Source: an optimization exercise on an open RTL-to-GDS flow (aim: small area). Production flows keep margins and buffers that such runs may drop. Function was checked by simulation only, so behaviour that the tests miss may differ from the original.

// dns_name_label_encoder
module dns_name_label_encoder (
  input  logic        clk,
  input  logic        rst_n,
  input  logic        in_valid,
  output logic        in_ready,
  input  logic        in_mode,
  input  logic [7:0]  in_char_code,
  output logic        out_valid,
  input  logic        out_ready,
  output logic [7:0]  out_byte,
  output logic        out_last_of_run,
  output logic [15:0] out_encoded_length,
  output logic        out_label_overflow
);
  logic       wr_en;
  logic [7:0] rd_data;
  dnsle_label_ram #(
    .DEPTH (dnsle_pkg::RING_DEPTH),
    .WIDTH (dnsle_pkg::BYTE_W)
  ) u_ram (
    .clk     (clk),
    .wr_en   (wr_en),
    .wr_data (in_char_code),
    .rd_data (rd_data)
  );
  dnsle_ctrl u_ctrl (
    .clk                (clk),
    .rst_n              (rst_n),
    .in_valid           (in_valid),
    .in_ready           (in_ready),
    .in_mode            (in_mode),
    .in_char_code       (in_char_code),
    .wr_en              (wr_en),
    .rd_data            (rd_data),
    .out_valid          (out_valid),
    .out_ready          (out_ready),
    .out_byte           (out_byte),
    .out_last_of_run    (out_last_of_run),
    .out_encoded_length (out_encoded_length),
    .out_label_overflow (out_label_overflow)
  );
endmodule
Size: about 830 cells after synthesis, ~550 flip-flops, roughly 41 I/O pins.
export LEC_CHECK = 0
export CAP_MARGIN = 20
export CORE_MARGIN = 2
export CORE_UTILIZATION = 60
export SLEW_MARGIN = 20
create_clock -name core_clock -period 5.5 [get_ports {clk}]
standard.sh (not shown) runs the stock make flow with config.mk's settings and CLKGATE_MAP_FILE= SYNTH_SCRIPT=/design/flow/synth_recipe.tcl, a recipe that flattens the netlist after the stock synthesis.
==> flow/flow/run.sh <==
#!/bin/bash
# Layout flow: the standard ORFS layout (standard.sh), with these changes
# passed to ORFS through its own variables:
#  - synthesis maps logic with an area-oriented ABC script (abc_area.script
#    here) in place of ORFS's speed script; the synthesis script is
#    otherwise the standard flow's synth_recipe.tcl unchanged, so registers and names are
#    those of the standard synthesis;
#  - clock tree synthesis without dummy loads, with clkbuf_8 buffers and sink
#    clusters of at most 20 flip-flops (CTS_ARGS);
#  - port buffers of the smallest buffer cell (BUFFER_PORTS_ARGS).
# Each tool's full output is kept in the ORFS logs under orfs/logs, and the
# make output in flow_make.log here.
set -euo pipefail
here=$(pwd)
{
  printf 'proc abc {args} {\n'
  printf '  set i [lsearch $args -script]\n'
  printf '  if {$i >= 0} { lset args [expr {$i + 1}] %s/flow/abc_area.script }\n' "$here"
  printf '  yosys abc {*}$args\n'
  printf '}\n'
  cat synth_recipe.tcl
} > own_synth.tcl
sed -E "s#SYNTH_SCRIPT=[^ ]+#SYNTH_SCRIPT=$here/own_synth.tcl#" standard.sh > own_standard.sh
grep -q "SYNTH_SCRIPT=$here/own_synth.tcl" own_standard.sh
export CTS_ARGS="-sink_clustering_enable -repair_clock_nets -dont_use_dummy_load -sink_clustering_size 30 -sink_clustering_max_diameter 60 -buf_list sky130_fd_sc_hd__clkbuf_16"
export BUFFER_PORTS_ARGS="-buffer_cell sky130_fd_sc_hd__buf_1"
bash own_standard.sh > flow_make.log 2>&1
==> flow/flow/abc_area.script <==
strash
dch -f
map -a
strash
dch -f
map -a
strash
dch -f
map -a
topo
The first run finished clean.
Change:
==> flow/run.sh (new file) <==
#!/bin/bash
# synth_recipe.tcl (not shown) runs the flow's synth.tcl, then flattens the netlist and writes it again
# the make line also repeats each setting of config.mk as NAME=value (left out here)
make -C /OpenROAD-flow-scripts/flow DESIGN_CONFIG=/design/flow/config.mk WORK_HOME=/design/flow/orfs CLKGATE_MAP_FILE= SYNTH_SCRIPT=/design/flow/synth_recipe.tcl finish
CTS_BUF_LIST = sky130_fd_sc_hd__clkbuf_8   (was default)
CTS_CLUSTER_DIAMETER = 60   (was default)
CTS_CLUSTER_SIZE = 20   (was default)
removed: flow/flow/run.sh
removed: flow/flow/abc_area.script
removed: flow/standard.sh
- synthesized cell count drops by 3.4%
- synthesized area goes up by 2.3%
- global-route usage is lower by 2.7 points
- worst hold slack is better by 0.012 ns
- utilization is lower by 0.49 points
Change:
==> flow/flow/run.sh (new file) <==
#!/bin/bash
# Layout flow: the standard ORFS layout (standard.sh), with these changes
# passed to ORFS through its own variables:
#  - synthesis maps logic with an area-oriented ABC script (abc_area.script
#    here) in place of ORFS's speed script; the synthesis script is
#    otherwise the standard flow's synth_recipe.tcl unchanged, so registers and names are
#    those of the standard synthesis;
#  - clock tree synthesis without dummy loads, with clkbuf_8 buffers and sink
#    clusters of at most 20 flip-flops (CTS_ARGS);
#  - port buffers of the smallest buffer cell (BUFFER_PORTS_ARGS).
# Each tool's full output is kept in the ORFS logs under orfs/logs, and the
# make output in flow_make.log here.
set -euo pipefail
here=$(pwd)
{
  printf 'proc abc {args} {\n'
  printf '  set i [lsearch $args -script]\n'
  printf '  if {$i >= 0} { lset args [expr {$i + 1}] %s/flow/abc_area.script }\n' "$here"
  printf '  yosys abc {*}$args\n'
  printf '}\n'
  cat synth_recipe.tcl
} > own_synth.tcl
sed -E "s#SYNTH_SCRIPT=[^ ]+#SYNTH_SCRIPT=$here/own_synth.tcl#" standard.sh > own_standard.sh
grep -q "SYNTH_SCRIPT=$here/own_synth.tcl" own_standard.sh
export CTS_ARGS="-sink_clustering_enable -repair_clock_nets -dont_use_dummy_load -sink_clustering_size 20 -sink_clustering_max_diameter 60 -buf_list sky130_fd_sc_hd__clkbuf_8"
export BUFFER_PORTS_ARGS="-buffer_cell sky130_fd_sc_hd__buf_1"
bash own_standard.sh > flow_make.log 2>&1
==> flow/flow/abc_area.script (new file) <==
&get -n
&st
&dch
&nf -R 1000
&st
&syn2
&if -g -K 6
&synch2
&nf -R 1000
&put
==> flow/standard.sh (new file) <==
#!/bin/bash
# synth_recipe.tcl (not shown) runs the flow's synth.tcl, then flattens the netlist and writes it again
# the make line also repeats each setting of config.mk as NAME=value (left out here)
make -C /OpenROAD-flow-scripts/flow DESIGN_CONFIG=/design/flow/config.mk WORK_HOME=/design/flow/orfs CLKGATE_MAP_FILE= SYNTH_SCRIPT=/design/flow/synth_recipe.tcl "${@:-finish}"
removed: flow/run.sh
Outcome: The changed run passed the timing, design-rule and antenna checks; fmax grows by about 12%; die area goes down by 1.9%; sequential share of layout area came out higher by 2.5 points.

## separate check: timing with driven ports
In the flow no input, the clock included, has a driving cell. The finished layouts below were timed again as built, in two steps. Step 1 sets driving cells, clkbuf_16 on the clock port and buf_2 on the other inputs (assumed; they add their load-dependent delay and slew). Step 2 also shifts input and output timing later by t, the mid clock arrival at the registers, as if the neighbouring blocks saw the same clock. Slacks: ideal ports / drivers / drivers and shift; pairs: ideal ports / drivers.
| run | t, ns | setup WS [ns] | hold slack, ns | worst register clock-pin slew, ns |
|---|---|---|---|---|
| the first run | 0.559 | 1.166 / 1.176 / 0.616 | 0.305 / 0.305 / 0.305 | 0.11 / 0.11 |
| the second run | 0.612 | 1.160 / 1.139 / 1.139 | 0.317 / 0.317 / 0.317 | 0.12 / 0.12 |
| the third run | 0.559 | 1.609 / 1.584 / 1.417 | 0.302 / 0.302 / 0.302 | 0.11 / 0.11 |
After both steps every run listed still meets setup and hold. The setup slack of the first run, which loses most, moves by +0.010 ns with the drivers and by -0.550 ns with both steps.
